This design comes from an exercise in tuning for a short achievable clock period and few clock cycles on the open sky130 flow, not from production work. Function was checked by simulation only, so behaviour that the tests miss may differ from the original. Power is estimated from default activity; no workload was simulated.

==> design/flow/design.v <==
`default_nettype none
package isaPkg;
    typedef enum logic [5:0] {
        opAlu  = 6'h00,   
        opAddi = 6'h08,
        opLw   = 6'h23,
        opSw   = 6'h2b,
        opBeqz = 6'h04,
        opBltz = 6'h01,
        opJ    = 6'h02    
    } opcodeT;
    typedef enum logic [3:0] {
        aluAdd = 4'h0,
        aluSub = 4'h1,
        aluAnd = 4'h2,
        aluOr  = 4'h3,
        aluXor = 4'h4,
        aluSlt = 4'h5     
    } aluFuncT;
    typedef struct packed {
        opcodeT      opcode;
        logic [4:0]  rd;
        logic [4:0]  rs;
        logic [4:0]  rt;
        logic [6:0]  spare;   
        aluFuncT     func;
    } rTypeT;
    typedef struct packed {
        opcodeT      opcode;
        logic [4:0]  rd;      
        logic [4:0]  rs;
        logic [15:0] imm;
    } iTypeT;
    typedef union packed {
        rTypeT r;
        iTypeT i;
    } instrWordT;
    localparam instrWordT instrNop = '0;   
endpackage
`default_nettype wire
`default_nettype none
package corePkg;
    localparam int dataWidth    = 32;
    localparam int regAddrWidth = 5;
    localparam int numRegs      = 32;
    localparam int dataMemDepth     = 64;
    localparam int dataMemAddrWidth = $clog2(dataMemDepth);
    localparam int btbEntries  = 32;
    localparam int btbIdxWidth = $clog2(btbEntries);
    localparam int btbTagWidth = 5;    
    typedef struct packed {
        logic sub;      
        logic selSum;   
        logic selSlt;   
        logic selAnd;
        logic selOr;
        logic selXor;
        logic selLoad;  
    } aluCtlT;
endpackage
`default_nettype wire
`timescale 1ns/1ns
`default_nettype none
module fetchStage (
    input  wire logic                           clk,
    input  wire logic                           rstN,
    input  wire logic                           redirectE,
    input  wire logic [corePkg::dataWidth-1:0]  targetE,
    input  wire logic                           redirectD,
    input  wire logic                           stall,
    input  wire logic                           hintValid,
    input  wire logic [4:0]                     hintReg,
    input  wire logic                           hintNeg,
    input  wire logic                           hintZero,
    input  wire logic [corePkg::dataWidth-1:0]  targetD,
    input  wire logic                           dirWrite,
    input  wire logic                           dirTaken,
    input  wire logic [11:2]                    dirPc,
    output logic      [corePkg::dataWidth-1:0]  fetchAddr,
    input  wire logic [31:0]                    fetchInstr,
    output logic                                dValid,
    output logic      [31:0]                    dInstr,
    output logic      [corePkg::numRegs-1:0]    dRsSel,
    output logic      [corePkg::dataWidth-1:0]  dPc,
    output logic                                dPredTaken,
    output logic      [corePkg::dataWidth-1:2]  dTarget
);
    localparam int W  = corePkg::dataWidth;
    localparam int N  = corePkg::btbEntries;
    localparam int IW = corePkg::btbIdxWidth;
    localparam int TW = corePkg::btbTagWidth;
    logic [W-1:0]   pc, pcInv, pcOut, pcNext;
    logic [11:2]    pcLook;
    logic [W-1:2]   pcPlus4, targetJ, targetB, target;
    logic [N-1:0]   dirValid, dirBit, match;
    logic [N-1:0][TW-1:0] dirTag;
    logic [IW-1:0]  wrIdx;
    logic           lookTaken, lookNotTaken;
    logic [5:0]     opcode;
    logic           isJ, isBr, predTaken;
    assign fetchAddr = pcOut;   
    assign pc        = ~pcInv;
    assign pcPlus4   = pc[W-1:2] + (W-2)'(1);
    always_comb begin
        for (int e = 0; e < N; e++) begin
            match[e] = dirValid[e] && pcLook[IW+1:2] == IW'(e)
                       && dirTag[e] == pcLook[IW+TW+1:IW+2];
        end
    end
    assign lookTaken    = |(match & dirBit);
    assign lookNotTaken = |(match & ~dirBit);
    assign opcode = fetchInstr[31:26];
    assign isJ    = opcode == isaPkg::opJ;
    assign isBr   = opcode == isaPkg::opBeqz || opcode == isaPkg::opBltz;
    logic [16:0] brLow;
    logic [13:0] jLow;
    logic [13:0] jMid0, jMid1;
    logic [W-1:18] pcHi, pcHiInc, pcHiDec;
    logic [W-1:28] pcTop, pcTopInc, pcTopDec;
    logic          jCarry;
    assign pcHi     = pc[W-1:18];
    assign pcHiInc  = pcHi + 1'b1;
    assign pcHiDec  = pcHi - 1'b1;
    assign pcTop    = pc[W-1:28];
    assign pcTopInc = pcTop + 1'b1;
    assign pcTopDec = pcTop - 1'b1;
    prefixAdder #(.W(17)) i_addB (
        .a   ({1'b0, pc[17:2]}),
        .b   ({1'b0, fetchInstr[15:0]}),
        .cin (1'b0),
        .sum (brLow)
    );
    always_comb begin
        case ({fetchInstr[15], brLow[16]})
            2'b01:   targetB[W-1:18] = pcHiInc;
            2'b10:   targetB[W-1:18] = pcHiDec;
            default: targetB[W-1:18] = pcHi;
        endcase
        targetB[17:2] = brLow[15:0];
    end
    prefixAdder #(.W(14)) i_addJLow (
        .a   ({1'b0, pc[14:2]}),
        .b   ({1'b0, fetchInstr[12:0]}),
        .cin (1'b0),
        .sum (jLow)
    );
    assign jCarry = jLow[13];
    prefixAdder #(.W(14)) i_addJMid0 (
        .a   ({1'b0, pc[27:15]}),
        .b   ({1'b0, fetchInstr[25:13]}),
        .cin (1'b0),
        .sum (jMid0)
    );
    prefixAdder #(.W(14)) i_addJMid1 (
        .a   ({1'b0, pc[27:15]}),
        .b   ({1'b0, fetchInstr[25:13]}),
        .cin (1'b1),
        .sum (jMid1)
    );
    logic [W-1:28] topIf0, topIf1;
    always_comb begin
        case ({fetchInstr[25], jMid0[13]})
            2'b01:   topIf0 = pcTopInc;
            2'b10:   topIf0 = pcTopDec;
            default: topIf0 = pcTop;
        endcase
        case ({fetchInstr[25], jMid1[13]})
            2'b01:   topIf1 = pcTopInc;
            2'b10:   topIf1 = pcTopDec;
            default: topIf1 = pcTop;
        endcase
        targetJ[W-1:15] = jCarry ? {topIf1, jMid1[12:0]} : {topIf0, jMid0[12:0]};
        targetJ[14:2]   = jLow[12:0];
    end
    logic useHint, hintTaken;
    assign useHint   = hintValid && isBr && fetchInstr[20:16] == hintReg;
    assign hintTaken = opcode == isaPkg::opBltz ? hintNeg : hintZero;
    assign predTaken = isJ || (isBr && (useHint ? hintTaken
                                        : (lookTaken || (!lookNotTaken && fetchInstr[15]))));
    assign target    = ({(W-2){isJ}} & targetJ) | ({(W-2){!isJ}} & targetB);
    logic          early, useJ, useB;
    logic [W-1:0]  pcOther;
    assign early   = redirectE || redirectD || stall;
    assign useJ    = !early && isJ;
    assign useB    = !early && isBr && predTaken;
    always_comb begin
        if (redirectE)      pcOther = targetE;
        else if (redirectD) pcOther = targetD;
        else if (stall)     pcOther = pc;
        else                pcOther = {pcPlus4, 2'b00};
    end
    assign pcNext = {({(W-2){useJ}} & targetJ) | ({(W-2){useB}} & targetB)
                     | ({(W-2){!useJ && !useB}} & pcOther[W-1:2]), 2'b00};
    always_ff @(posedge clk or negedge rstN) begin
        if (!rstN) begin
            pcOut  <= '0;
            pcInv  <= '1;
            dValid <= 1'b0;
        end else begin
            pcOut  <= pcNext;
            pcInv  <= ~pcNext;
            if (redirectE || redirectD) dValid <= 1'b0;   
            else if (!stall)            dValid <= 1'b1;
        end
    end
    always_ff @(posedge clk) begin
        pcLook <= pcNext[11:2];
    end
    always_ff @(posedge clk) begin
        if (!stall) begin
            dInstr <= fetchInstr;
            for (int i = 0; i < corePkg::numRegs; i++) dRsSel[i] <= fetchInstr[20:16] == 5'(i);
        end
        dPc        <= pc;
        dPredTaken <= predTaken;
        dTarget    <= target;
    end
    assign wrIdx = dirPc[IW+1:2];
    always_ff @(posedge clk or negedge rstN) begin
        if (!rstN) begin
            dirValid <= '0;
        end else if (dirWrite) begin
            dirValid[wrIdx] <= 1'b1;
        end
    end
    always_ff @(posedge clk) begin
        for (int e = 0; e < N; e++) begin
            if (dirWrite && wrIdx == IW'(e)) begin
                dirTag[e] <= dirPc[IW+TW+1:IW+2];
                dirBit[e] <= dirTaken;
            end
        end
    end
endmodule
`default_nettype wire
`timescale 1ns/1ns
`default_nettype none
module registerFile (
    input  wire logic                              clk,
    input  wire logic                              rstN,
    input  wire logic [corePkg::numRegs-1:0]       readSelA,     
    input  wire logic [corePkg::regAddrWidth-1:0]  readAddrB,
    input  wire logic [corePkg::regAddrWidth-1:0]  readAddrC,
    output logic      [corePkg::dataWidth-1:0]     readDataA,
    output logic                                   readZeroA,    
    output logic                                   readOnesA,    
    output logic      [corePkg::dataWidth-1:0]     readDataB,
    output logic      [corePkg::dataWidth-1:0]     readDataC,
    input  wire logic                              writeEnable,
    input  wire logic [corePkg::regAddrWidth-1:0]  writeAddr,
    input  wire logic [corePkg::dataWidth-1:0]     writeData,
    input  wire logic                              writeZero,    
    input  wire logic                              writeOnes     
);
    logic [corePkg::numRegs-1:0][corePkg::dataWidth-1:0] regs;
    logic [corePkg::numRegs-1:0]   written, isZero, isOnes;
    always_ff @(posedge clk or negedge rstN) begin
        if (!rstN) begin
            written <= '0;
        end else if (writeEnable && writeAddr != '0) begin
            written[writeAddr] <= 1'b1;
        end
    end
    always_ff @(posedge clk) begin
        for (int i = 1; i < corePkg::numRegs; i++) begin
            if (writeEnable && writeAddr == 5'(i)) begin
                regs[i]   <= writeData;
                isZero[i] <= writeZero;   
                isOnes[i] <= writeOnes;   
            end
        end
    end
    always_comb begin
        readDataA = '0;
        readZeroA = 1'b0;
        readOnesA = 1'b0;
        for (int i = 0; i < corePkg::numRegs; i++) begin
            readDataA = readDataA | ({corePkg::dataWidth{readSelA[i] && written[i]}} & regs[i]);
            readZeroA = readZeroA | (readSelA[i] && (!written[i] || isZero[i]));
            readOnesA = readOnesA | (readSelA[i] && written[i] && isOnes[i]);
        end
    end
    assign readDataB = written[readAddrB] ? regs[readAddrB] : '0;
    assign readDataC = written[readAddrC] ? regs[readAddrC] : '0;
endmodule
`default_nettype wire
`timescale 1ns/1ns
`default_nettype none
module hazardUnit (
    input  wire logic [corePkg::regAddrWidth-1:0]  srcA,
    input  wire logic [corePkg::regAddrWidth-1:0]  srcB,
    input  wire logic [corePkg::regAddrWidth-1:0]  srcC,
    input  wire logic [corePkg::regAddrWidth-1:0]  eDest,
    input  wire logic                              eRegWrite,    
    input  wire logic [corePkg::regAddrWidth-1:0]  wbDest,
    input  wire logic                              wbEnable,     
    output logic                                   fwdA,         
    output logic                                   fwdB,
    output logic                                   fwdC,
    output logic                                   bypA,         
    output logic                                   bypB,
    output logic                                   bypC
);
    assign fwdA = eRegWrite && eDest == srcA;
    assign fwdB = eRegWrite && eDest == srcB;
    assign fwdC = eRegWrite && eDest == srcC;
    assign bypA = wbEnable && wbDest == srcA;
    assign bypB = wbEnable && wbDest == srcB;
    assign bypC = wbEnable && wbDest == srcC;
endmodule
`default_nettype wire
`timescale 1ns/1ns
`default_nettype none
module decodeStage (
    input  wire logic                              clk,
    input  wire logic                              rstN,
    input  wire logic                              dValid,
    input  wire logic [31:0]                       dInstr,
    input  wire logic [corePkg::numRegs-1:0]       dRsSel,       
    input  wire logic [corePkg::dataWidth-1:0]     dPc,
    input  wire logic                              dPredTaken,
    input  wire logic [corePkg::dataWidth-1:2]     dTarget,
    input  wire logic                              redirectE,
    input  wire logic                              wbEnable,
    input  wire logic [corePkg::regAddrWidth-1:0]  wbDest,
    input  wire logic [corePkg::dataWidth-1:0]     wbData,
    input  wire logic [corePkg::dataMemDepth-1:0]  nextMemSel,   
    input  wire logic                              wbZero,
    output logic                                   stall,
    output logic                                   hintValid,    
    output logic      [corePkg::regAddrWidth-1:0]  hintReg,      
    output logic                                   hintNeg,      
    output logic                                   hintZero,     
    output logic                                   redirectD,
    output logic      [corePkg::dataWidth-1:0]     targetD,
    output logic                                   eValid,
    output logic                                   eRegWrite,
    output logic                                   eMemWrite,
    output logic                                   eIsBeqz,
    output logic                                   eIsBltz,
    output logic                                   eIsJ,
    output logic                                   ePredTaken,
    output logic      [corePkg::regAddrWidth-1:0]  eDest,
    output corePkg::aluCtlT                        eAluCtl,
    output logic      [corePkg::dataWidth-1:0]     eOpA,
    output logic      [corePkg::dataWidth-1:0]     eOpB,
    output logic                                   eFwdAL,
    output logic      [corePkg::dataWidth-1:0]     eOpC,
    output logic                                   eAZero,
    output logic                                   eFwdBL,
    output logic      [corePkg::dataMemDepth-1:0]  eMemSel,
    output logic                                   eFwdA,
    output logic                                   eFwdBr,
    output logic                                   eFwdB,
    output logic                                   eFwdC,
    output logic      [corePkg::dataWidth-1:2]     eRecover,
    output logic      [11:2]                       ePc
);
    localparam int W = corePkg::dataWidth;
    logic [5:0]   opcode;
    logic [4:0]   rd, rs, rt;
    logic         isAlu, isAddi, isLw, isSw, isBeqz, isBltz, isJ;
    logic         useB, isLogic, regWrite;
    logic [W-1:0] immExt;
    logic [W-1:2] pcPlus4;
    logic [corePkg::dataMemDepth-1:0] memSel;
    logic [W-1:0] regA, regB, regC, valA, valB, valC;
    logic         regZeroA, regOnesA, zeroA, takenD, resolveD;
    logic         fwdA, fwdB, fwdC, bypA, bypB, bypC;
    corePkg::aluCtlT aluCtl;
    assign opcode = dInstr[31:26];
    assign rd     = dInstr[25:21];
    assign rs     = dInstr[20:16];
    assign rt     = dInstr[15:11];
    assign isAlu  = opcode == isaPkg::opAlu;
    assign isAddi = opcode == isaPkg::opAddi;
    assign isLw   = opcode == isaPkg::opLw;
    assign isSw   = opcode == isaPkg::opSw;
    assign isBeqz = opcode == isaPkg::opBeqz;
    assign isBltz = opcode == isaPkg::opBltz;
    assign isJ    = opcode == isaPkg::opJ;
    assign useB     = isAlu;
    assign isLogic  = isAlu && (dInstr[3:0] == 4'h2 || dInstr[3:0] == 4'h3 || dInstr[3:0] == 4'h4);
    assign regWrite = (isAlu || isAddi || isLw) && rd != '0;
    always_comb begin
        aluCtl        = '0;
        aluCtl.selSum = 1'b1;   
        if (isLw) begin
            aluCtl.selSum  = 1'b0;
            aluCtl.selLoad = 1'b1;
        end else if (isAlu) begin
            case (dInstr[3:0])
                4'h1: aluCtl.sub = 1'b1;
                4'h2: begin aluCtl.selSum = 1'b0; aluCtl.selAnd = 1'b1; end
                4'h3: begin aluCtl.selSum = 1'b0; aluCtl.selOr  = 1'b1; end
                4'h4: begin aluCtl.selSum = 1'b0; aluCtl.selXor = 1'b1; end
                4'h5: begin aluCtl.selSum = 1'b0; aluCtl.selSlt = 1'b1; aluCtl.sub = 1'b1; end
                default: ;
            endcase
        end
    end
    registerFile i_registerFile (
        .clk         (clk),
        .rstN        (rstN),
        .readSelA    (dRsSel),
        .readAddrB   (rt),
        .readAddrC   (rd),
        .readDataA   (regA),
        .readZeroA   (regZeroA),
        .readOnesA   (regOnesA),
        .readDataB   (regB),
        .readDataC   (regC),
        .writeEnable (wbEnable),
        .writeAddr   (wbDest),
        .writeData   (wbData),
        .writeZero   (wbZero),
        .writeOnes   (&wbData)
    );
    hazardUnit i_hazardUnit (
        .srcA      (rs),
        .srcB      (rt),
        .srcC      (rd),
        .eDest     (eDest),
        .eRegWrite (eRegWrite),
        .wbDest    (wbDest),
        .wbEnable  (wbEnable),
        .fwdA      (fwdA),
        .fwdB      (fwdB),
        .fwdC      (fwdC),
        .bypA      (bypA),
        .bypB      (bypB),
        .bypC      (bypC)
    );
    assign valA = bypA ? wbData : regA;
    assign valB = bypB ? wbData : regB;
    assign valC = bypC ? wbData : regC;
    assign zeroA     = bypA ? wbZero : regZeroA;
    assign takenD    = isBeqz ? zeroA : valA[W-1];
    assign resolveD  = (isBeqz || isBltz) && !fwdA;
    assign redirectD = dValid && resolveD && takenD != dPredTaken && !redirectE;
    assign targetD   = {dPredTaken ? pcPlus4 : dTarget, 2'b00};
    assign immExt  = {{(W-16){dInstr[15]}}, dInstr[15:0]};
    assign hintValid = dValid && isAddi && rd == rs && rd != '0
                       && dInstr[15:0] == 16'd1 && !fwdA;
    assign hintReg   = rd;
    assign hintZero  = bypA ? &wbData : regOnesA;   
    assign hintNeg   = valA[W-1] && !hintZero;
    assign stall = dValid && (isLw || isSw) && fwdA
                   && (eAluCtl.selLoad || eAluCtl.selSlt) && !redirectE;
    sumDecode i_memDecode (
        .base   (valA[7:0]),
        .offset (dInstr[7:0]),
        .sel    (memSel)
    );
    assign pcPlus4 = dPc[W-1:2] + (W-2)'(1);
    always_ff @(posedge clk or negedge rstN) begin
        if (!rstN) begin
            eValid     <= 1'b0;
            eRegWrite  <= 1'b0;
            eMemWrite  <= 1'b0;
            eIsBeqz    <= 1'b0;
            eIsBltz    <= 1'b0;
            eIsJ       <= 1'b0;
            ePredTaken <= 1'b0;
            eDest      <= '0;
        end else if (!dValid || redirectE || stall) begin
            eValid     <= 1'b0;   
            eRegWrite  <= 1'b0;
            eMemWrite  <= 1'b0;
            eIsBeqz    <= 1'b0;
            eIsBltz    <= 1'b0;
            eIsJ       <= 1'b0;
            ePredTaken <= 1'b0;
            eDest      <= '0;
        end else begin
            eValid     <= 1'b1;
            eRegWrite  <= regWrite;
            eMemWrite  <= isSw;
            eIsBeqz    <= isBeqz;
            eIsBltz    <= isBltz;
            eIsJ       <= isJ;
            ePredTaken <= resolveD ? takenD : dPredTaken;
            eDest      <= rd;
        end
    end
    always_ff @(posedge clk) begin
        eAluCtl  <= aluCtl;
        eOpA     <= valA;
        eOpB     <= useB ? valB : immExt;
        eOpC     <= valC;
        eAZero   <= bypA ? wbZero : regA == '0;
        eMemSel  <= fwdA ? nextMemSel : memSel;
        eFwdA    <= fwdA && !isLogic;
        eFwdAL   <= fwdA && isLogic;
        eFwdBr   <= fwdA && (isBeqz || isBltz);
        eFwdB    <= useB && fwdB && !isLogic;
        eFwdBL   <= useB && fwdB && isLogic;
        eFwdC    <= fwdC;
        eRecover <= dPredTaken ? pcPlus4 : dTarget;   
        ePc      <= dPc[11:2];
    end
endmodule
`default_nettype wire
`timescale 1ns/1ns
`default_nettype none
module prefixAdder #(
    parameter int W = 32
) (
    input  wire logic [W-1:0] a,
    input  wire logic [W-1:0] b,
    input  wire logic         cin,
    output logic      [W-1:0] sum
);
    localparam int L = $clog2(W);
    logic [W-1:0] p, g;
    logic [W-1:0] gl [L+1];
    logic [W-1:0] pl [L+1];
    logic [W:0]   carry;
    assign p = a ^ b;
    assign g = a & b;
    always_comb begin
        gl[0]    = g;
        pl[0]    = p;
        gl[0][0] = g[0] | (p[0] & cin);
        for (int l = 1; l <= L; l++) begin
            for (int i = 0; i < W; i++) begin
                if (i >= (1 << (l - 1))) begin
                    gl[l][i] = gl[l-1][i] | (pl[l-1][i] & gl[l-1][i - (1 << (l - 1))]);
                    pl[l][i] = pl[l-1][i] & pl[l-1][i - (1 << (l - 1))];
                end else begin
                    gl[l][i] = gl[l-1][i];
                    pl[l][i] = pl[l-1][i];
                end
            end
        end
    end
    assign carry = {gl[L], cin};
    assign sum   = p ^ carry[W-1:0];
endmodule
module executeStage (
    input  wire logic                              clk,
    input  wire logic                              rstN,
    input  wire logic                              eValid,
    input  wire logic                              eRegWrite,
    input  wire logic                              eMemWrite,
    input  wire logic                              eIsBeqz,
    input  wire logic                              eIsBltz,
    input  wire logic                              eIsJ,
    input  wire logic                              ePredTaken,
    input  wire logic [corePkg::regAddrWidth-1:0]  eDest,
    input  wire corePkg::aluCtlT                   eAluCtl,
    input  wire logic [corePkg::dataWidth-1:0]     eOpA,
    input  wire logic [corePkg::dataWidth-1:0]     eOpB,
    input  wire logic [corePkg::dataWidth-1:0]     eOpC,
    input  wire logic                              eAZero,
    input  wire logic [corePkg::dataMemDepth-1:0]  eMemSel,
    input  wire logic [7:0]                        nextOffset,   
    output logic      [corePkg::dataMemDepth-1:0]  nextMemSel,   
    input  wire logic                              eFwdA,        
    input  wire logic                              eFwdAL,       
    input  wire logic                              eFwdBr,       
    input  wire logic                              eFwdB,        
    input  wire logic                              eFwdBL,       
    input  wire logic                              eFwdC,
    input  wire logic [corePkg::dataWidth-1:2]     eRecover,
    input  wire logic [11:2]                       ePc,
    output logic                                   redirectE,
    output logic      [corePkg::dataWidth-1:0]     targetE,
    output logic                                   dirWrite,
    output logic                                   dirTaken,
    output logic      [11:2]                       dirPc,
    output logic                                   wbEnable,
    output logic      [corePkg::regAddrWidth-1:0]  wbDest,
    output logic      [corePkg::dataWidth-1:0]     wbData,
    output logic      [corePkg::regAddrWidth-1:0]  wbDestOut,     
    output logic      [corePkg::dataWidth-1:0]     wbDataOut,
    output logic                                   wbZero        
);
    localparam int W = corePkg::dataWidth;
    logic [W-1:0] a, b, aL, bL, c, bAdd, sum, loadData, result;
    logic         slt, aZero, aNeg;
    logic [7:0]   logicLow;
    logic [corePkg::dataMemDepth-1:0] nextSelAdd, nextSelLogic;
    assign a  = eFwdA  ? wbData : eOpA;
    assign b  = eFwdB  ? wbData : eOpB;
    assign aL = eFwdAL ? wbData : eOpA;
    assign bL = eFwdBL ? wbData : eOpB;
    assign c = eFwdC ? wbData : eOpC;
    assign bAdd = eAluCtl.sub ? ~b : b;
    prefixAdder #(.W(W)) i_adder (
        .a   (a),
        .b   (bAdd),
        .cin (eAluCtl.sub),
        .sum (sum)
    );
    assign slt = (a[W-1] != b[W-1]) ? a[W-1] : sum[W-1];
    sumDecode3 i_nextAdd (
        .a   (a[7:0]),
        .b   (bAdd[7:0]),
        .m   (nextOffset),
        .cin (eAluCtl.sub),
        .sel (nextSelAdd)
    );
    assign logicLow = eAluCtl.selAnd ? (aL[7:0] & bL[7:0]) :
                      eAluCtl.selOr  ? (aL[7:0] | bL[7:0]) : (aL[7:0] ^ bL[7:0]);
    sumDecode i_nextLogic (
        .base   (logicLow),
        .offset (nextOffset),
        .sel    (nextSelLogic)
    );
    assign nextMemSel = eAluCtl.selSum ? nextSelAdd : nextSelLogic;
    memoryStage i_memoryStage (
        .clk         (clk),
        .rstN        (rstN),
        .sel         (eMemSel),
        .writeEnable (eValid && eMemWrite),
        .writeData   (c),
        .readData    (loadData)
    );
    assign result = ({W{eAluCtl.selSum}}  & sum)
                  | ({W{eAluCtl.selAnd}}  & (aL & bL))
                  | ({W{eAluCtl.selOr}}   & (aL | bL))
                  | ({W{eAluCtl.selXor}}  & (aL ^ bL))
                  | ({W{eAluCtl.selLoad}} & loadData)
                  | {{(W-1){1'b0}}, eAluCtl.selSlt && slt};
    assign wbZero = wbData == '0;
    assign aZero     = eFwdBr ? wbZero : eAZero;
    assign aNeg      = eFwdBr ? wbData[W-1] : eOpA[W-1];
    assign redirectE = eValid && ((eIsBeqz && aZero != ePredTaken)
                               || (eIsBltz && aNeg != ePredTaken)
                               || (eIsJ && !ePredTaken));
    assign targetE   = {eRecover, 2'b00};
    assign dirWrite  = eValid && (eIsBeqz || eIsBltz);
    assign dirTaken  = eIsBeqz ? aZero : aNeg;
    assign dirPc     = ePc;
    always_ff @(posedge clk or negedge rstN) begin
        if (!rstN) begin
            wbEnable  <= 1'b0;
            wbDestOut <= '0;
            wbDataOut <= '0;
        end else begin
            wbEnable  <= eRegWrite;
            wbDestOut <= eDest;
            wbDataOut <= result;
        end
    end
    always_ff @(posedge clk) begin
        wbDest <= eDest;
        wbData <= result;
    end
endmodule
`default_nettype wire
`timescale 1ns/1ns
`default_nettype none
module sumDecode (
    input  wire logic [7:0]                        base,
    input  wire logic [7:0]                        offset,
    output logic      [corePkg::dataMemDepth-1:0]  sel
);
    logic [5:0] x, cLow, cHigh;
    logic       c2;
    assign c2 = (base[1] & offset[1]) | ((base[1] ^ offset[1]) & base[0] & offset[0]);
    always_comb begin
        for (int j = 0; j < 6; j++) begin
            x[j] = base[j+2] ^ offset[j+2];
            if (j == 0) begin
                cLow[j]  = c2;
                cHigh[j] = c2;
            end else begin
                cLow[j]  = base[j+1] | offset[j+1];   
                cHigh[j] = base[j+1] & offset[j+1];   
            end
        end
        for (int k = 0; k < corePkg::dataMemDepth; k++) begin
            sel[k] = 1'b1;
            for (int j = 0; j < 6; j++) begin
                if (j > 0 && k[j-1])
                    sel[k] = sel[k] & ((x[j] ^ k[j]) == cHigh[j]);
                else
                    sel[k] = sel[k] & ((x[j] ^ k[j]) == cLow[j]);
            end
        end
    end
endmodule
module sumDecode3 (
    input  wire logic [7:0]                        a,
    input  wire logic [7:0]                        b,
    input  wire logic [7:0]                        m,
    input  wire logic                              cin,
    output logic      [corePkg::dataMemDepth-1:0]  sel
);
    logic [7:0] s, c;
    assign s = a ^ b ^ m;
    assign c = {(a[6:0] & b[6:0]) | (a[6:0] & m[6:0]) | (b[6:0] & m[6:0]), cin};
    sumDecode i_decode (
        .base   (s),
        .offset (c),
        .sel    (sel)
    );
endmodule
module memoryStage (
    input  wire logic                              clk,
    input  wire logic                              rstN,
    input  wire logic [corePkg::dataMemDepth-1:0]  sel,
    input  wire logic                              writeEnable,
    input  wire logic [corePkg::dataWidth-1:0]     writeData,
    output logic      [corePkg::dataWidth-1:0]     readData
);
    localparam int D = corePkg::dataMemDepth;
    logic [corePkg::dataWidth-1:0] dataMem [D];
    logic [D-1:0]                  written;
    always_ff @(posedge clk or negedge rstN) begin
        if (!rstN) begin
            written <= '0;
        end else begin
            for (int k = 0; k < D; k++) begin
                if (writeEnable && sel[k]) written[k] <= 1'b1;
            end
        end
    end
    always_ff @(posedge clk) begin
        for (int k = 0; k < D; k++) begin
            if (writeEnable && sel[k]) dataMem[k] <= writeData;
        end
    end
    always_comb begin
        readData = '0;
        for (int k = 0; k < D; k++) begin
            readData = readData | ({corePkg::dataWidth{sel[k] && written[k]}} & dataMem[k]);
        end
    end
endmodule
`default_nettype wire
`timescale 1ns/1ns
`default_nettype none
module pipelineCore (
    input  wire logic                              clk,
    input  wire logic                              rstN,
    output logic      [corePkg::dataWidth-1:0]     fetchAddr,
    input  wire isaPkg::instrWordT                 fetchInstr,
    output logic                                   wbEnable,
    output logic      [corePkg::regAddrWidth-1:0]  wbDest,
    output logic      [corePkg::dataWidth-1:0]     wbData
);
    logic [corePkg::regAddrWidth-1:0]  wbDestInt;
    logic [corePkg::dataWidth-1:0]     wbDataInt;
    localparam int W = corePkg::dataWidth;
    logic                              dValid, dPredTaken;
    logic [31:0]                       dInstr;
    logic [corePkg::numRegs-1:0]       dRsSel;
    logic [W-1:0]                      dPc;
    logic [W-1:2]                      dTarget;
    logic                              redirectE, redirectD;
    logic [W-1:0]                      targetE, targetD;
    logic                              dirWrite, dirTaken;
    logic [11:2]                       dirPc;
    logic                              eValid, eRegWrite, eMemWrite;
    logic                              eIsBeqz, eIsBltz, eIsJ;
    logic                              ePredTaken;
    logic [corePkg::regAddrWidth-1:0]  eDest;
    corePkg::aluCtlT                   eAluCtl;
    logic [W-1:0]                      eOpA, eOpB, eOpC;
    logic                              eAZero, wbZero;
    logic [corePkg::dataMemDepth-1:0]  eMemSel, nextMemSel;
    logic                              eFwdA, eFwdAL, eFwdBr, eFwdB, eFwdBL, eFwdC;
    logic                              stall, hintValid, hintNeg, hintZero;
    logic [corePkg::regAddrWidth-1:0]  hintReg;
    logic [W-1:2]                      eRecover;
    logic [11:2]                       ePc;
    fetchStage i_fetchStage (
        .clk, .rstN, .redirectE, .targetE, .redirectD, .targetD, .stall, .hintValid, .hintReg, .hintNeg, .hintZero, .dirWrite, .dirTaken, .dirPc,
        .fetchAddr, .fetchInstr,
        .dValid, .dInstr, .dRsSel, .dPc, .dPredTaken, .dTarget
    );
    decodeStage i_decodeStage (
        .clk, .rstN, .dValid, .dInstr, .dRsSel, .dPc, .dPredTaken, .dTarget,
        .redirectE, .wbEnable, .wbDest (wbDestInt), .wbData (wbDataInt), .wbZero,
        .stall, .hintValid, .hintReg, .hintNeg, .hintZero,
        .redirectD, .targetD, .nextMemSel,
        .eValid, .eRegWrite, .eMemWrite, .eIsBeqz, .eIsBltz, .eIsJ,
        .ePredTaken, .eDest, .eAluCtl,
        .eOpA, .eOpB, .eOpC, .eAZero, .eMemSel, .eFwdA, .eFwdAL, .eFwdBr, .eFwdB, .eFwdBL, .eFwdC,
        .eRecover, .ePc
    );
    executeStage i_executeStage (
        .clk, .rstN, .eValid, .eRegWrite, .eMemWrite,
        .eIsBeqz, .eIsBltz, .eIsJ, .ePredTaken,
        .eDest, .eAluCtl, .eOpA, .eOpB, .eOpC, .eAZero, .eMemSel,
        .eFwdA, .eFwdAL, .eFwdBr, .eFwdB, .eFwdBL, .eFwdC, .eRecover, .ePc,
        .nextOffset (dInstr[7:0]), .nextMemSel,
        .redirectE, .targetE, .dirWrite, .dirTaken, .dirPc,
        .wbEnable, .wbDest (wbDestInt), .wbData (wbDataInt), .wbZero,
        .wbDestOut (wbDest), .wbDataOut (wbData)
    );
endmodule
`default_nettype wire
==> design/flow/flow/run.sh <==
#!/bin/bash
# Layout flow: the standard ORFS flow (standard.sh: the same scripts and
# synthesis script), with these changes to how the layout is made:
#  - slow cells (high transistor stacks, adder cells, delay cells) are added
#    to the platform's don't-use list, so mapping and repair use faster
#    gates; flip-flop choices are unaffected;
#  - after synthesis, buf_1 is also kept out, so timing repair does not
#    build long chains of the weakest buffer.
# Each step's full output goes to its own log here (synth.log, layout.log);
# ORFS's per-step logs stay in orfs/logs.
set -o pipefail
BASE="sky130_fd_sc_hd__probe_p_8 sky130_fd_sc_hd__probec_p_8 sky130_fd_sc_hd__lpflow_bleeder_1 sky130_fd_sc_hd__lpflow_clkbufkapwr_1 sky130_fd_sc_hd__lpflow_clkbufkapwr_16 sky130_fd_sc_hd__lpflow_clkbufkapwr_2 sky130_fd_sc_hd__lpflow_clkbufkapwr_4 sky130_fd_sc_hd__lpflow_clkbufkapwr_8 sky130_fd_sc_hd__lpflow_clkinvkapwr_1 sky130_fd_sc_hd__lpflow_clkinvkapwr_16 sky130_fd_sc_hd__lpflow_clkinvkapwr_2 sky130_fd_sc_hd__lpflow_clkinvkapwr_4 sky130_fd_sc_hd__lpflow_clkinvkapwr_8 sky130_fd_sc_hd__lpflow_decapkapwr_12 sky130_fd_sc_hd__lpflow_decapkapwr_3 sky130_fd_sc_hd__lpflow_decapkapwr_4 sky130_fd_sc_hd__lpflow_decapkapwr_6 sky130_fd_sc_hd__lpflow_decapkapwr_8 sky130_fd_sc_hd__lpflow_inputiso0n_1 sky130_fd_sc_hd__lpflow_inputiso0p_1 sky130_fd_sc_hd__lpflow_inputiso1n_1 sky130_fd_sc_hd__lpflow_inputiso1p_1 sky130_fd_sc_hd__lpflow_inputisolatch_1 sky130_fd_sc_hd__lpflow_isobufsrc_1 sky130_fd_sc_hd__lpflow_isobufsrc_16 sky130_fd_sc_hd__lpflow_isobufsrc_2 sky130_fd_sc_hd__lpflow_isobufsrc_4 sky130_fd_sc_hd__lpflow_isobufsrc_8 sky130_fd_sc_hd__lpflow_isobufsrckapwr_16 sky130_fd_sc_hd__lpflow_lsbuf_lh_hl_isowell_tap_1 sky130_fd_sc_hd__lpflow_lsbuf_lh_hl_isowell_tap_2 sky130_fd_sc_hd__lpflow_lsbuf_lh_hl_isowell_tap_4 sky130_fd_sc_hd__lpflow_lsbuf_lh_isowell_4 sky130_fd_sc_hd__lpflow_lsbuf_lh_isowell_tap_1 sky130_fd_sc_hd__lpflow_lsbuf_lh_isowell_tap_2 sky130_fd_sc_hd__lpflow_lsbuf_lh_isowell_tap_4"
SLOW="sky130_fd_sc_hd__nor4_* sky130_fd_sc_hd__nor4b_* sky130_fd_sc_hd__nor4bb_* sky130_fd_sc_hd__or4_* sky130_fd_sc_hd__or4b_* sky130_fd_sc_hd__or4bb_* sky130_fd_sc_hd__o41a_* sky130_fd_sc_hd__o41ai_* sky130_fd_sc_hd__a2111o_* sky130_fd_sc_hd__a2111oi_* sky130_fd_sc_hd__xor3_* sky130_fd_sc_hd__xnor3_* sky130_fd_sc_hd__o32a_* sky130_fd_sc_hd__o32ai_* sky130_fd_sc_hd__o311a_* sky130_fd_sc_hd__o311ai_* sky130_fd_sc_hd__o2111a_* sky130_fd_sc_hd__o2111ai_* sky130_fd_sc_hd__dlygate* sky130_fd_sc_hd__dlymetal* sky130_fd_sc_hd__clkdlybuf* sky130_fd_sc_hd__fa_* sky130_fd_sc_hd__ha_* sky130_fd_sc_hd__nor3_* sky130_fd_sc_hd__or3_* sky130_fd_sc_hd__a222oi_* sky130_fd_sc_hd__nor3b_* sky130_fd_sc_hd__or3b_* sky130_fd_sc_hd__a311o_* sky130_fd_sc_hd__a311oi_* sky130_fd_sc_hd__o221ai_* sky130_fd_sc_hd__o221a_* sky130_fd_sc_hd__maj3_* sky130_fd_sc_hd__a21o_* sky130_fd_sc_hd__a211o_* sky130_fd_sc_hd__a221o_* sky130_fd_sc_hd__a22o_* sky130_fd_sc_hd__a2bb2o_* sky130_fd_sc_hd__a31o_* sky130_fd_sc_hd__a32o_* sky130_fd_sc_hd__a41o_* sky130_fd_sc_hd__o21a_* sky130_fd_sc_hd__o211a_* sky130_fd_sc_hd__o21ba_* sky130_fd_sc_hd__o22a_* sky130_fd_sc_hd__o2bb2a_* sky130_fd_sc_hd__o31a_* sky130_fd_sc_hd__and4_* sky130_fd_sc_hd__and4b_* sky130_fd_sc_hd__and4bb_* sky130_fd_sc_hd__a41oi_*"
bash standard.sh SETUP_SLACK_MARGIN=6.3  "DONT_USE_CELLS=$BASE $SLOW" synth > synth.log 2>&1 || exit 1
bash standard.sh SETUP_SLACK_MARGIN=6.3  "DONT_USE_CELLS=$BASE $SLOW sky130_fd_sc_hd__buf_1" finish > layout.log 2>&1
==> design/flow/standard.sh <==
#!/bin/bash
# synth_recipe.tcl (not shown) runs the flow's synth.tcl, then flattens the netlist and writes it again
# the make line also repeats each setting of config.mk as NAME=value (left out here)
make -C /OpenROAD-flow-scripts/flow DESIGN_CONFIG=/design/flow/config.mk WORK_HOME=/design/flow/orfs CLKGATE_MAP_FILE= SYNTH_SCRIPT=/design/flow/synth_recipe.tcl "${@:-finish}"
==> design/flow/config.mk <==
export PLATFORM = sky130hd
export DESIGN_NAME = pipelineCore
export DESIGN_NICKNAME = pipelineCore
export VERILOG_FILES = /design/flow/design.v
export SDC_FILE = /design/flow/constraint.sdc
export NUM_CORES = 8
export LEC_CHECK = 0
export ABC_CLOCK_PERIOD_IN_PS = 2500
export CAP_MARGIN = 60
export CORE_MARGIN = 2
export CORE_UTILIZATION = 45
export SLEW_MARGIN = 60
==> design/flow/constraint.sdc <==
create_clock -name core_clock -period 10.0 [get_ports {clk}]
set_input_delay 2.0000 -clock core_clock [delete_from_list [all_inputs] [get_ports {clk}]]
set_output_delay 2.0000 -clock core_clock [all_outputs]
set_load 0.01 [all_outputs]
==> impl_metrics.csv, run 1 <==
group,metric,value,unit
outcome,status,"no timing/DRC/antenna violations",
timing,max_freq,243,MHz
clock_network,path_clk_slew,0.06,ns
worst_setup_path,start_kind,"primary input",
worst_setup_path,crit_family,"compound AO/OA/AOI/OAI gates",
power_and_ir_drop,p_per_area,198,nW/µm²
place,globalplace.congestion,0.951,
floorplan,core-area,372000,µm²
routing,drt_wl_total,709000,µm
clock_network,cts_tree,"built",
synth,synthArstFlopShare,0.0610,
timing,finalCriticalPeriod,4.12,ns
power_and_ir_drop,p_leak,0.0642,µW
timing,rsz0062_at_grt,"true",
synth,synth-compound-area-share,0.103,
synth,ys_warn_count,50,
synth,synth-seq-cells,3919,
synth,synth_fa_ha_area_frac,0,
cells_and_area,n_fill_cell,30200,
place,portBuffers,101,
routing,drt_iter0_markers,21000,
timing,fin_setup_tns,0,ns
global_route,grt_max_degree,66,
synth,synthMuxAreaShare,0.101,
timing,final.period_utilization,0.412,
worst_setup_path,crit_arrival,4.94,ns
clock_network,insertion_delay,1.06,ns
timing,final-hold-violation-count,0,
clock_network,cts_sinks,3919,
routing,drt_pre_antenna_iters,7,
synth,synth_top_family_by_area,"compound AO/OA/AOI/OAI gates",
timing,max_slew_margin,0.517,
synth,synthCells,11300,
place,dpl.hpwl,445000,µm
cells_and_area,postLayoutCoreUtil,0.526,
worst_setup_path,crit_buf_inv,2,
cells_and_area,drive_gt1_frac,0.233,
synth,yosys_most_used_dff,"edfxtp_1",
cells_and_area,layout.nets,11800,
worst_setup_path,cpMostUsedCell,"o21ai_2",
routing,num_vias,120000,
global_route,grt_use_total,0.364,
floorplan,start_util,0.451,
synth,synth_cell_types,65,
hold_path,min_path_type,"flop to flop",
job,max_cap_viol_count,0,
timing,setup_violations,0,
synth,syn_area,168000,µm²
worst_setup_path,critPathMaxStageDelay,0.35,ns
power_and_ir_drop,vdd_drop_max,0.194,mV
clock_network,cts_htree_levels,5,
worst_setup_path,worstSetupEndpointType,"flop",
routing,viasPerCell,7.00,
clock_network,ctsHoldBuffers,0,
worst_setup_path,path_cells,"buf_2 > nor2b_1 > o21ai_1 > a21oi_2 > o21ai_2 > a211oi_4 > buf_6 > nand2_4 > a31oi_4 > o21ai_2 > a21oi_4 > mux2i_4 > mux2_4 > a221oi_4 > o2bb2ai_1",
floorplan,die_w,614,µm
floorplan,die_h,614,µm
clock_network,cts-root-buf,"clkbuf_16",
global_route,grt_pass1_vias,113000,
floorplan,ioPinCount,104,
global_route,overflow,0,
routing,wire_per_inst,41.5,µm
timing,worst_pin_slew,0.725,ns
floorplan,dieArea,377000,µm²
cells_and_area,synthToLayoutAreaGrowth,16.5,%
routing,drtAntennaViolNets,0,
synth,ys_seq_area_frac,0.676,
clock_network,ctsLongestPathBuffers,4,
timing,maxSlewViolCount,0,
floorplan,num_rows,224,
synth,syn_area_per_cell,14.8,µm²
timing,finClkSkew,0.108,ns
worst_setup_path,path_max_fanout,5,
worst_setup_path,cp.required,10.82,ns
worst_setup_path,path_class,"primary input to flop",
clock_network,cts_buffers,400,
synth,synth_simple_gate_area_frac,0.0736,
synth,synthXorXnorAreaFrac,0.0227,
global_route,antenna_found_initial,34,
synth,synth_edf_count,3358,
worst_setup_path,critPathSlowestCell,"mux2_4",
global_route,grt_pass1_wl,952000,µm
routing,drc,0,
-- power breakdown --
group	leakage, µW	switching [µW]	internal [µW]
sequential	0.0352	625	18500
clock	0.00632	6630	8500
combinational	0.0227	2650	1710
total	0.0642	9900	28700
-- cells by family after synthesis --
| kind of cell | Yosys count |
|---|---|
| mux | 942 |
| other cells | 1 |
| flops | 3919 |
| compound gates | 2449 |
| buf+inv | 1028 |
| xor+xnor | 434 |
| simple gates | 2520 |
-- final timing paths --
path	startpoint	to	slack, ns	depth (start not counted)
min in group asynchronous	rstN	i_fetchStage.dirValid[7]$_DFFE_PN0P_	0.87	1
max	fetchInstr[1]	i_fetchStage.pcOut[29]$_DFF_PN0_	5.88	15
max reg2reg	i_fetchStage.dInstr[12]$_DFFE_PN_	i_decodeStage.eOpB[14]$_DFF_P_	6.20	10
max in group asynchronous	rstN	i_decodeStage.i_registerFile.written[19]$_DFFE_PN0P_	7.74	4
min	i_fetchStage.dPc[4]$_DFF_P_	i_decodeStage.ePc[4]$_DFF_P_	0.38	0
min reg2reg	i_fetchStage.dPc[4]$_DFF_P_	i_decodeStage.ePc[4]$_DFF_P_	0.38	0
-- flip-flops by register name, indices dropped and copies added, names as in the netlist, 31 cells and up --
name / flops
i_decodeStage.eMemSel: 64
i_decodeStage.eOpA: 32
i_decodeStage.eOpB: 32
i_decodeStage.eOpC: 32
i_decodeStage.i_registerFile.isOnes: 31
i_decodeStage.i_registerFile.isZero: 31
i_decodeStage.i_registerFile.regs: 992
i_decodeStage.i_registerFile.written: 32
i_executeStage.i_memoryStage.dataMem: 2048
i_executeStage.i_memoryStage.written: 64
i_executeStage.wbData: 32
i_executeStage.wbDataOut: 32
i_fetchStage.dInstr: 32
i_fetchStage.dRsSel: 32
i_fetchStage.dirBit: 32
i_fetchStage.dirTag: 160
i_fetchStage.dirValid: 32
-- cell type report --
class / count / area, µm² / area share
Timing Repair Buffer: 868 / 8980 / 0.0460
Antenna cell: 19 / 47.5 / 0.000243
Clock buffer: 525 / 10800 / 0.0554
Tap cell: 4972 / 6220 / 0.0318
Clock inverter: 210 / 2210 / 0.0113
Multi-Input combinational cell: 6349 / 52800 / 0.270
Inverter: 232 / 881 / 0.00451
Sequential cell: 3919 / 113000 / 0.580
-- layer usage --
| layer | track usage | routed length, µm | vias up | share of wire |
|---|---|---|---|---|
| li1 | - | - | 45700 | - |
| met1 | 0.456 | 238000 | 60300 | 0.33 |
| met2 | 0.552 | 311000 | 10700 | 0.44 |
| met3 | 0.107 | 101000 | 2964 | 0.14 |
| met4 | 0.238 | 60100 | 20 | 0.085 |
| met5 | 0 | 123 | - | 0.00017 |
-- cell usage in the layout (no fill, tap or decap), types with 152 or more instances in the layout --
cell type,count
clkbuf_16,414
nand4_1,515
inv_1,220
a21oi_1,183
o21ai_0,268
dfxtp_1,295
dfrtp_1,196
xnor2_1,300
nand2_1,570
a22oi_1,1607
buf_6,152
mux4_2,579
mux2i_1,164
buf_2,292
edfxtp_1,3358
nor2_1,717
buf_4,242
-- synth_stat cells (8+ instances only) --
master / instances / share of area
a211oi_1: 42 / 0.0019
a21boi_0: 8 / 0.00036
a21oi_1: 200 / 0.0060
a221oi_1: 42 / 0.0022
a221oi_2: 9 / 0.00081
a22oi_1: 1608 / 0.072
a31oi_1: 26 / 0.00097
a32oi_1: 26 / 0.0014
and2_1: 149 / 0.0056
and3_1: 148 / 0.0055
and3b_1: 11 / 0.00057
buf_1: 105 / 0.0024
buf_2: 61 / 0.0018
buf_4: 9 / 0.00040
clkbuf_1: 617 / 0.014
dfrtp_1: 209 / 0.031
dfstp_2: 30 / 0.0047
dfxtp_1: 322 / 0.038
edfxtp_1: 3358 / 0.60
inv_1: 225 / 0.0050
mux2_2: 169 / 0.011
mux2i_1: 185 / 0.011
mux4_2: 580 / 0.078
nand2_1: 583 / 0.013
nand2b_1: 61 / 0.0023
nand3_1: 57 / 0.0017
nand3b_1: 18 / 0.00081
nand4_1: 515 / 0.019
nor2_1: 804 / 0.018
nor2b_1: 78 / 0.0029
o211ai_1: 28 / 0.0013
o21ai_0: 312 / 0.0093
o21ai_1: 13 / 0.00039
o21bai_1: 17 / 0.00076
o22ai_1: 63 / 0.0024
o2bb2ai_1: 15 / 0.00078
o31ai_1: 9 / 0.00040
or2_2: 74 / 0.0028
xnor2_1: 319 / 0.017
xor2_1: 114 / 0.0060
-- stage by stage --
stage               cells  instance area, µm²  total power, µW  worst slack (ns)  hold WS (ns)
global route        17100              195000            39500              5.84         0.391
CTS                 17000              193000            38300              5.98         0.380
floorplan           11300              168000            21700              5.27         0.351
detailed placement  16200              179000            23300              4.20         0.372
global placement    16000              174000            23100              4.06         0.369
finish              17100              195000            38600              5.88         0.379
-- repair_timing --
item	4_1_cts	5_1_grt
buffers inserted	75	79
gates resized for setup	268	197
endpoints found under the setup margin	278	201
pin swaps	61	58
gates cloned	5	8
-- worst reg2reg max path: cells and delay by family, from the launching register on --
kind	cells	cell delay (ns)
buffers and inverters	4	1.28
multiplexers	2	0.94
AND/OR/NAND/NOR	1	0.07
AO/OA/AOI/OAI	3	1.00
flip-flops	1	0.36
Testbench counts, summed over its fixed seeds: cycles 60,673.
==> run 2: changes to the inputs <==
--- a/design/flow/design.v
+++ b/design/flow/design.v
@@ -68,10 +68,6 @@
     input  wire logic [corePkg::dataWidth-1:0]  targetE,
     input  wire logic                           redirectD,
     input  wire logic                           stall,
-    input  wire logic                           hintValid,
-    input  wire logic [4:0]                     hintReg,
-    input  wire logic                           hintNeg,
-    input  wire logic                           hintZero,
     input  wire logic [corePkg::dataWidth-1:0]  targetD,
     input  wire logic                           dirWrite,
     input  wire logic                           dirTaken,
@@ -172,11 +168,7 @@
         targetJ[W-1:15] = jCarry ? {topIf1, jMid1[12:0]} : {topIf0, jMid0[12:0]};
         targetJ[14:2]   = jLow[12:0];
     end
-    logic useHint, hintTaken;
-    assign useHint   = hintValid && isBr && fetchInstr[20:16] == hintReg;
-    assign hintTaken = opcode == isaPkg::opBltz ? hintNeg : hintZero;
-    assign predTaken = isJ || (isBr && (useHint ? hintTaken
-                                        : (lookTaken || (!lookNotTaken && fetchInstr[15]))));
+    assign predTaken = isJ || (isBr && (lookTaken || (!lookNotTaken && fetchInstr[15])));
     assign target    = ({(W-2){isJ}} & targetJ) | ({(W-2){!isJ}} & targetB);
     logic          early, useJ, useB;
     logic [W-1:0]  pcOther;
@@ -243,17 +235,15 @@
     input  wire logic [corePkg::regAddrWidth-1:0]  readAddrC,
     output logic      [corePkg::dataWidth-1:0]     readDataA,
     output logic                                   readZeroA,    
-    output logic                                   readOnesA,    
     output logic      [corePkg::dataWidth-1:0]     readDataB,
     output logic      [corePkg::dataWidth-1:0]     readDataC,
     input  wire logic                              writeEnable,
     input  wire logic [corePkg::regAddrWidth-1:0]  writeAddr,
     input  wire logic [corePkg::dataWidth-1:0]     writeData,
-    input  wire logic                              writeZero,    
-    input  wire logic                              writeOnes     
+    input  wire logic                              writeZero     
 );
     logic [corePkg::numRegs-1:0][corePkg::dataWidth-1:0] regs;
-    logic [corePkg::numRegs-1:0]   written, isZero, isOnes;
+    logic [corePkg::numRegs-1:0]   written, isZero;
     always_ff @(posedge clk or negedge rstN) begin
         if (!rstN) begin
             written <= '0;
@@ -266,18 +256,15 @@
             if (writeEnable && writeAddr == 5'(i)) begin
                 regs[i]   <= writeData;
                 isZero[i] <= writeZero;   
-                isOnes[i] <= writeOnes;   
             end
         end
     end
     always_comb begin
         readDataA = '0;
         readZeroA = 1'b0;
-        readOnesA = 1'b0;
         for (int i = 0; i < corePkg::numRegs; i++) begin
             readDataA = readDataA | ({corePkg::dataWidth{readSelA[i] && written[i]}} & regs[i]);
             readZeroA = readZeroA | (readSelA[i] && (!written[i] || isZero[i]));
-            readOnesA = readOnesA | (readSelA[i] && written[i] && isOnes[i]);
         end
     end
     assign readDataB = written[readAddrB] ? regs[readAddrB] : '0;
@@ -327,10 +314,6 @@
     input  wire logic [corePkg::dataMemDepth-1:0]  nextMemSel,   
     input  wire logic                              wbZero,
     output logic                                   stall,
-    output logic                                   hintValid,    
-    output logic      [corePkg::regAddrWidth-1:0]  hintReg,      
-    output logic                                   hintNeg,      
-    output logic                                   hintZero,     
     output logic                                   redirectD,
     output logic      [corePkg::dataWidth-1:0]     targetD,
     output logic                                   eValid,
@@ -344,14 +327,14 @@
     output corePkg::aluCtlT                        eAluCtl,
     output logic      [corePkg::dataWidth-1:0]     eOpA,
     output logic      [corePkg::dataWidth-1:0]     eOpB,
-    output logic                                   eFwdAL,
     output logic      [corePkg::dataWidth-1:0]     eOpC,
     output logic                                   eAZero,
-    output logic                                   eFwdBL,
     output logic      [corePkg::dataMemDepth-1:0]  eMemSel,
     output logic                                   eFwdA,
+    output logic                                   eFwdAL,
     output logic                                   eFwdBr,
     output logic                                   eFwdB,
+    output logic                                   eFwdBL,
     output logic                                   eFwdC,
     output logic      [corePkg::dataWidth-1:2]     eRecover,
     output logic      [11:2]                       ePc
@@ -365,7 +348,7 @@
     logic [W-1:2] pcPlus4;
     logic [corePkg::dataMemDepth-1:0] memSel;
     logic [W-1:0] regA, regB, regC, valA, valB, valC;
-    logic         regZeroA, regOnesA, zeroA, takenD, resolveD;
+    logic         regZeroA, zeroA, takenD, resolveD;
     logic         fwdA, fwdB, fwdC, bypA, bypB, bypC;
     corePkg::aluCtlT aluCtl;
     assign opcode = dInstr[31:26];
@@ -407,14 +390,12 @@
         .readAddrC   (rd),
         .readDataA   (regA),
         .readZeroA   (regZeroA),
-        .readOnesA   (regOnesA),
         .readDataB   (regB),
         .readDataC   (regC),
         .writeEnable (wbEnable),
         .writeAddr   (wbDest),
         .writeData   (wbData),
-        .writeZero   (wbZero),
-        .writeOnes   (&wbData)
+        .writeZero   (wbZero)
     );
     hazardUnit i_hazardUnit (
         .srcA      (rs),
@@ -440,11 +421,6 @@
     assign redirectD = dValid && resolveD && takenD != dPredTaken && !redirectE;
     assign targetD   = {dPredTaken ? pcPlus4 : dTarget, 2'b00};
     assign immExt  = {{(W-16){dInstr[15]}}, dInstr[15:0]};
-    assign hintValid = dValid && isAddi && rd == rs && rd != '0
-                       && dInstr[15:0] == 16'd1 && !fwdA;
-    assign hintReg   = rd;
-    assign hintZero  = bypA ? &wbData : regOnesA;   
-    assign hintNeg   = valA[W-1] && !hintZero;
     assign stall = dValid && (isLw || isSw) && fwdA
                    && (eAluCtl.selLoad || eAluCtl.selSlt) && !redirectE;
     sumDecode i_memDecode (
@@ -763,20 +739,18 @@
     logic                              eAZero, wbZero;
     logic [corePkg::dataMemDepth-1:0]  eMemSel, nextMemSel;
     logic                              eFwdA, eFwdAL, eFwdBr, eFwdB, eFwdBL, eFwdC;
-    logic                              stall, hintValid, hintNeg, hintZero;
-    logic [corePkg::regAddrWidth-1:0]  hintReg;
+    logic                              stall;
     logic [W-1:2]                      eRecover;
     logic [11:2]                       ePc;
     fetchStage i_fetchStage (
-        .clk, .rstN, .redirectE, .targetE, .redirectD, .targetD, .stall, .hintValid, .hintReg, .hintNeg, .hintZero, .dirWrite, .dirTaken, .dirPc,
+        .clk, .rstN, .redirectE, .targetE, .redirectD, .targetD, .stall, .dirWrite, .dirTaken, .dirPc,
         .fetchAddr, .fetchInstr,
         .dValid, .dInstr, .dRsSel, .dPc, .dPredTaken, .dTarget
     );
     decodeStage i_decodeStage (
         .clk, .rstN, .dValid, .dInstr, .dRsSel, .dPc, .dPredTaken, .dTarget,
         .redirectE, .wbEnable, .wbDest (wbDestInt), .wbData (wbDataInt), .wbZero,
-        .stall, .hintValid, .hintReg, .hintNeg, .hintZero,
-        .redirectD, .targetD, .nextMemSel,
+        .stall, .redirectD, .targetD, .nextMemSel,
         .eValid, .eRegWrite, .eMemWrite, .eIsBeqz, .eIsBltz, .eIsJ,
         .ePredTaken, .eDest, .eAluCtl,
         .eOpA, .eOpB, .eOpC, .eAZero, .eMemSel, .eFwdA, .eFwdAL, .eFwdBr, .eFwdB, .eFwdBL, .eFwdC,
==> run 2 against run 1 <==
  * Maximum frequency grew 3.2%
  * Die area is 0.59% lower
  * Utilization is 0.41 points higher
  * First-iteration DRC count grew 2.3%
  * Clock power about the same
  * Sequential cell count is 31 lower
  * Hold slack improved by 0.013 ns
  * Final cell count is 0.16% lower
  * Wire length about the same
  * Final area hardly changed
  * Via count shrank 0.28%
  * Critical path type unchanged
  * Largest cell class unchanged
  * Highest routed layer unchanged
==> impl_metrics.csv, run 2 <==
group,metric,value,unit
cells_and_area,top_regs,"i_executeStage.i_memoryStage.dataMem x2048, i_decodeStage.i_registerFile.regs x992, i_fetchStage.dirTag x160",
timing,fin_setup_tns,0,ns
hold_path,timing.hold.worst.start,"i_fetchStage.dPc[6]$_DFF_P_",
place,globalplace.congestion,0.943,
floorplan,dieArea,375000,µm²
synth,synth-seq-cells,3888,
routing,drt_wl_total,709000,µm
synth,ys_top_cells_by_area,"edfxtp_1 (60%), mux4_2 (8.1%), a22oi_1 (7.3%)",
timing,max_freq,251,MHz
floorplan,core-area,369000,µm²
floorplan,ioPinCount,104,
synth,synth_common_cells,"edfxtp_1 (3327), a22oi_1 (1620), nor2_1 (758)",
cells_and_area,layout.nets,11800,
global_route,antenna_found_initial,40,
power_and_ir_drop,vdd_drop_max,0.171,mV
worst_setup_path,path_class,"primary input to flop",
synth,ys_warn_count,49,
worst_setup_path,reg2reg_to,"i_executeStage.wbDataOut[0]$_DFF_PN0_",
timing,setup_violations,0,
synth,yosysMostFrequentCell,"edfxtp_1",
floorplan,start_util,0.452,
synth,yosysTopAreaCell,"edfxtp_1",
outcome,status,"no timing/DRC/antenna violations",
hold_path,hold-path-cell-count,0,
cells_and_area,postLayoutCoreUtil,0.530,
power_and_ir_drop,p_per_area,197,nW/µm²
synth,yosysTopAreaCellShare,0.600,
timing,max_slew_margin,0.472,
clock_network,cts_buffers,398,
synth,synthArstFlopShare,0.0615,
synth,ys_seq_area_frac,0.674,
timing,rsz0062_at_grt,"true",
synth,synth_cell_types,73,
clock_network,ctsLongestPathBuffers,4,
cells_and_area,regMostFlops,"i_executeStage.i_memoryStage.dataMem",
place,placed_area,178000,µm²
synth,synthCells,11200,
worst_setup_path,path_cells,"buf_12 > nor2b_4 > a211oi_4 > o31ai_4 > a31oi_4 > a221oi_2 > buf_6 > and3b_2 > a21oi_4 > nand3_4 > nor2_4 > a21oi_4 > nor2_1 > a21oi_2 > o22ai_2 > a2bb2oi_2 > o21bai_1",
routing,drc,0,
timing,final-hold-violation-count,0,
synth,syn_area,167000,µm²
cells_and_area,final_common_cell,"edfxtp_1",
clock_network,cts_sinks,3888,
synth,synth_edf_count,3327,
worst_setup_path,cp.required,10.88,ns
global_route,grt_max_degree,67,
worst_setup_path,critPathMaxStageDelay,0.33,ns
clock_network,path_clk_slew,0.06,ns
job,max_cap_viol_count,0,
global_route,overflow,0,
worst_setup_path,worstSetupEndpointType,"flop",
cells_and_area,mostFrequentLayoutCells,"edfxtp_1 (3327), a22oi_1 (1619), nor2_1 (647), nand2_1 (627), mux4_2 (596)",
worst_setup_path,cpMostUsedCell,"a21oi_4",
place,pre_cts_ws,4.69,ns
timing,final.period_utilization,0.399,
global_route,grt_use_total,0.370,
clock_network,cts_tree,"built",
timing,finalCriticalPeriod,3.99,ns
hold_path,hold_end,"i_decodeStage.ePc[6]$_DFF_P_",
clock_network,cts_htree_levels,5,
routing,wire_per_inst,41.6,µm
timing,worst_pin_slew,0.792,ns
routing,drt_pre_antenna_iters,6,
clock_network,insertion_delay,1.03,ns
worst_setup_path,reg2regPathDepth,18,
place,dpl.hpwl,436000,µm
global_route,grt_pass1_wl,953000,µm
worst_setup_path,start_kind,"primary input",
worst_setup_path,r2r_slack,6.05,ns
routing,drt_iter0_markers,21500,
synth,yosys_most_used_dff,"edfxtp_1",
clock_network,ctsHoldBuffers,0,
worst_setup_path,path_max_fanout,5,
routing,viasPerCell,7.00,
routing,num_vias,119000,
place,portBuffers,101,
hold_path,min_path_type,"flop to flop",
timing,worst_slack,6.01,ns
cells_and_area,largest_reg_flops,2048,
cells_and_area,drive_gt1_frac,0.245,
cells_and_area,fin_area,195000,µm²
power_and_ir_drop,p_leak,0.0646,µW
floorplan,num_rows,223,
cells_and_area,synthToLayoutAreaGrowth,17.3,%
floorplan,die_w,613,µm
timing,maxSlewViolCount,0,
clock_network,cts-root-buf,"clkbuf_16",
synth,syn_area_per_cell,14.9,µm²
worst_setup_path,crit_arrival,4.87,ns
global_route,grt_pass1_vias,113000,
worst_setup_path,r2r_start,"i_decodeStage.eFwdB$_DFF_P_",
floorplan,die_h,613,µm
timing,finClkSkew,0.0830,ns
routing,drtAntennaViolNets,0,
worst_setup_path,critPathSlowestCell,"o31ai_4",
## run 2: cell types whose count changed in the layout (fill, tap and decap cells not counted), moves of 19 or more
cell,before,now
buf_4,242,223
a21oi_1,183,159
buf_2,292,343
o21ai_2,15,37
edfxtp_1,3358,3327
a211oi_1,37,17
nand2_1,570,627
nor2_1,717,647
nand2b_1,53,79
a221oi_1,35,14
## run 2: critical path: cells and delay by family
family                 cells  cell delay, ns
buffers and inverters      2            0.27
AND/OR/NAND/NOR            5            0.92
AO/OA/AOI/OAI             10            1.68
## run 2: metrics by stage
| step | power (µW) | hold WS (ns) | std cells |
|---|---|---|---|
| finish | 38600 | 0.392 | 17100 |
| global route | 39500 | 0.394 | 17000 |
| CTS | 38200 | 0.386 | 17000 |
| detailed placement | 23100 | 0.392 | 16100 |
| global placement | 22900 | 0.390 | 15900 |
| floorplan | 21500 | 0.358 | 11200 |
## run 2: cell type report
| cell class | instances | area (µm²) |
|---|---|---|
| tap | 4950 | 6190 |
| clock buffer | 540 | 11000 |
| fill | 29800 | 173000 |
| sequential | 3888 | 112000 |
| multi-input combinational | 6320 | 53200 |
| clock inverter | 200 | 2070 |
| antenna | 20 | 50.0 |
| inverter | 230 | 875 |
| timing repair buffer | 918 | 9570 |
## run 2: how the worst max path moves through the flow
stage,from,to,slack (ns),depth (start not counted)
3_5_place_dp,fetchInstr[0],i_fetchStage.pcInv[30]$_DFF_PN1_,4.69,16
5_1_grt,fetchInstr[1],i_fetchStage.pcOut[31]$_DFF_PN0_,5.87,17
3_3_place_gp,i_executeStage.wbData[23]$_DFF_P_,i_fetchStage.pcInv[18]$_DFF_PN1_,4.23,14
6_report,fetchInstr[1],i_fetchStage.pcOut[31]$_DFF_PN0_,6.01,17
4_1_cts,i_decodeStage.eFwdB$_DFF_P_,i_executeStage.wbDataOut[0]$_DFF_PN0_,6.10,18
2_1_floorplan,fetchInstr[6],i_fetchStage.pcOut[31]$_DFF_PN0_,5.50,15
## run 2: routing by layer
metal	vias to the layer above	global-route usage	part of all wire
met5	-	0	0.00032
met3	2957	0.112	0.15
met1	59900	0.464	0.33
met4	34	0.240	0.085
met2	11100	0.559	0.44
li1	45500	-	-
## run 2: power breakdown
part           switching [µW]  total, µW  leakage, µW  internal, µW
Sequential                658      19000       0.0351         18400
Combinational            2680       4440       0.0231          1760
Clock                    6550      15100      0.00636          8530
## run 2: cells by family after synthesis
kind of cell / share of synthesized area
flops: 0.674
simple gates: 0.0734
compound gates: 0.102
buf+inv: 0.0241
mux: 0.103
xor+xnor: 0.0232
other cells: 0.0000225
## run 2: repair_timing
action                     in CTS  in global routing
pin swaps                     106                 85
gates resized for setup       328                194
gates cloned                   10                 11
setup buffers                 140                 60
setup endpoints to repair     286                193
Testbench counts of run 2, summed over its fixed seeds: cycles 61,491.

separate check: timing with driven ports:
How much do the figures lean on ideal ports? The routed layouts below were timed once more, with nothing changed but the port constraints. Step 1 (the two cells are an assumption about what drives the block):
set clk [get_ports {clk}]
set_driving_cell -lib_cell sky130_fd_sc_hd__clkbuf_16 $clk
set_driving_cell -lib_cell sky130_fd_sc_hd__buf_2 [delete_from_list [all_inputs] $clk]
Step 2, shift: input delay + t, output delay - t, t = (earliest + latest rising clock arrival at the registers) / 2. This alone moves slack from input paths to output paths. Three values: no drivers, after step 1, after step 2; two values: the first two.
| run | t (ns) | setup WS [ns] | worst data-port slew with drivers (ns) |
|---|---|---|---|
| run 1 | 1.109 | 5.883 / 5.930 / 4.821 | 0.09 |
| run 2 | 1.114 | 6.012 / 6.046 / 4.973 | 0.08 |
After both steps setup and hold are still met in every run listed. For run 1, which loses most, drivers alone change the setup slack by +0.047 ns; drivers and shift together by -1.062 ns.
